This design comes from an exercise in tuning for small area, a short achievable clock period and few clock cycles per item on the open sky130 flow, not from production work.
Function was checked by simulation only, so behaviour that the tests miss may differ from the original.
Power is estimated from default activity; no workload was simulated.

== run 1 ==
// start_byte_frame_reassembler
module start_byte_frame_reassembler #(
  parameter int FRAME_BYTES = sbfr_pkg::FRAME_BYTES_DEF,
  parameter int SLOTS       = sbfr_pkg::SLOTS_DEF
) (
  input  logic                   clk,
  input  logic                   rst_n,
  input  logic                   cfg_wr_en,
  input  logic [7:0]             cfg_wr_data,
  input  logic                   in_tvalid,
  output logic                   in_tready,
  input  logic [sbfr_pkg::IN_TDATA_W-1:0]  in_tdata,
  input  logic                   in_tuser,
  input  logic                   in_tlast,
  output logic                   out_tvalid,
  input  logic                   out_tready,
  output logic [sbfr_pkg::OUT_TDATA_W-1:0] out_tdata,
  output logic                   out_tlast
);
Size in the first run: roughly 3100 flip-flops, about 74 I/O pins, about 0.097 sq mm of cells after synthesis.
==> flow/config.mk <==
export PLATFORM = sky130hd
export DESIGN_NAME = start_byte_frame_reassembler
export DESIGN_NICKNAME = start_byte_frame_reassembler
export VERILOG_FILES = /design/flow/design.v
export SDC_FILE = /design/flow/constraint.sdc
export NUM_CORES = 4
export LEC_CHECK = 0
export CAP_MARGIN = 20
export CORE_MARGIN = 2
export CORE_UTILIZATION = 40
export CTS_BUF_LIST = sky130_fd_sc_hd__clkbuf_16 sky130_fd_sc_hd__clkbuf_8
export CTS_CLUSTER_DIAMETER = 60
export CTS_CLUSTER_SIZE = 20
export SETUP_SLACK_MARGIN = 3.65
export SLEW_MARGIN = 20
==> flow/constraint.sdc <==
create_clock -name core_clock -period 6.0 [get_ports {clk}]
set_input_delay 1.2000 -clock core_clock [delete_from_list [all_inputs] [get_ports {clk}]]
set_output_delay 1.2000 -clock core_clock [all_outputs]
set_load 0.01 [all_outputs]
run.sh (not shown) runs the stock make flow with config.mk's settings and CLKGATE_MAP_FILE= SYNTH_SCRIPT=/design/flow/synth_recipe.tcl, a recipe that flattens the netlist after the stock synthesis.
Testbench counts of run 1, summed over its fixed seeds: cycles 31,989, items 30,995.
Input-level comparison between run 2 and run 1:
- CTS_CLUSTER_SIZE now 30, was 20
- CTS_CLUSTER_DIAMETER now 100, was 60
- CTS_BUF_LIST now sky130_fd_sc_hd__clkbuf_16, was sky130_fd_sc_hd__clkbuf_16 sky130_fd_sc_hd__clkbuf_8
==> comparison <==
Compared with run 1, run 2 has extra setup slack. Run 1 and run 2 ended up with nearly the same count of port buffers added during placement. Changes observed in run 2 relative to run 1: first-iteration DRC count went up, area growth from synthesis to layout went down, via count went down. Going from run 1 to run 2, the first-pass GRT wire length was found to have gone down by about 1.6%. Wire length went down slightly going from run 1 to run 2. The internal power summed over all cells in run 1 is 1.08 times that in run 2. The final reports for run 2 and run 1 show total power lower in the former. Fraction of power consumed by the clock network: run 2 < run 1.
Setup changes, run 2 to run 3
- CORE_UTILIZATION: 40 -> 55
Notes after the runs:
- Run 2 and run 3 ended up with roughly the same area fraction of clock buffers and clock inverters.
- Run 3 vs run 2, instance count: run 3 lower
- Comparing run 3 and run 2, tightest slew margin relative to the limit is lower on run 2.
- The lower area growth from synthesis to layout of run 3 and run 2 is in run 3.
- Diff run 2 -> run 3: routed wire length shows an increase of 2.1%, global-route wire length before repair shows an increase of 1.5 mm.
- | global-route total usage across every layer | run 3 vs run 2 | 4.5 points higher |
- Diff run 2 -> run 3 | vertical die dimension | down by more than 10%
- Any difference in power consumption between run 3 and run 2 is small enough to ignore.
- Relative to run 2, the non-clock buffer count in the final layout of run 3 is higher by 26.


== north ==
start_byte_frame_reassembler, a different RTL version from the one above (not shown whole).
Size in the first run: ~4200 cells after synthesis, about 3100 flip-flops, roughly 74 I/O pins, ~97000 um2 of cells after synthesis.
export LEC_CHECK = 0
export CAP_MARGIN = 20
export CORE_MARGIN = 2
export CORE_UTILIZATION = 40
export CTS_BUF_LIST = sky130_fd_sc_hd__clkbuf_16
export CTS_CLUSTER_DIAMETER = 60
export CTS_CLUSTER_SIZE = 30
export SETUP_SLACK_MARGIN = 3.45
export SLEW_MARGIN = 20
create_clock -name core_clock -period 6.0 [get_ports {clk}]
north finished every stage and its layout cleared the timing, design-rule and antenna checks.
Testbench counts of north, summed over its fixed seeds: cycles 31,989, items 30,995.
Input-level comparison between south and north:
- swapping 3.45 for 3.35 in SETUP_SLACK_MARGIN
- swapping 60 for 50 in CTS_CLUSTER_DIAMETER
- swapping sky130_fd_sc_hd__clkbuf_16 for sky130_fd_sc_hd__clkbuf_8 in CTS_BUF_LIST
- swapping 30 for 16 in CTS_CLUSTER_SIZE
- south against north: final cycle utilization of the critical path rose 1.5 points; worst hold slack about even; placed wire-length estimate after detailed placement fell 1.2%.
- north vs south, type of the worst setup path: flop to flop vs flop to output port
- south finished every stage and its layout cleared the timing, design-rule and antenna checks.
- Relative to north, the area growth from synthesis to layout of south is lower by 2.5 points.
- north → south: slew of the pin with the lowest slew margin shows no meaningful change, fraction of cell area in non-clock buffers shows a reduction of 0.26 points, share of post-route cells with drive strength above 1 shows a reduction of 1.2 points.
Changes in east relative to south:
- SETUP_SLACK_MARGIN now 3.45, was 3.35
Results
Compared with south, in east sequential fraction of total cell area went down by 0.80 points; setup slack higher; share of layout cells above drive strength 1 now larger; final cell count now sits at about the same level; routed wire length per instance shows a reduction of 0.83%.
Post-route total power (east vs. south) decreases slightly
Instance area at placement: east vs south — no meaningful difference

## re-timing with driven ports
The results above use ideal ports. As a check the final layouts listed here were re-extracted and re-timed, cells and wires unchanged.
Step 1 assumes that a clkbuf_16 drives the clock port and a buf_2 every other input.
Step 2 times the ports against the registers' clock, not the clock port: input delays grow and output delays shrink by t, the midpoint of the rising clock arrivals with the driver on.
a / b / c = ideal ports / drivers / drivers and shift; a / b = the first two.
| run | shift t [ns] | slack for setup (ns) | latest minus earliest clock arrival (ns) | worst register clock-pin slew, ns | worst slew at a driven data input, ns |
|---|---|---|---|---|---|
| run 1 | 0.902 | 3.496 / 3.416 / 2.883 | 0.038 / 0.038 | 0.09 / 0.09 | 0.10 |
| run 2 | 0.858 | 3.505 / 3.424 / 2.908 | 0.063 / 0.064 | 0.12 / 0.12 | 0.09 |
| run 3 | 0.843 | 3.535 / 3.458 / 3.027 | 0.048 / 0.048 | 0.11 / 0.11 | 0.08 |
| north | 0.883 | 3.384 / 3.384 / 2.740 | 0.066 / 0.066 | 0.11 / 0.11 | 0.12 |
| south | 1.061 | 3.291 / 3.217 / 2.834 | 0.077 / 0.076 | 0.11 / 0.11 | 0.10 |
| east | 1.008 | 3.352 / 3.273 / 2.718 | 0.095 / 0.094 | 0.10 / 0.10 | 0.12 |
After both steps every run listed still meets setup and hold. The setup slack of north, which loses most, moves by 0.000 ns with the drivers and by -0.644 ns with both steps.
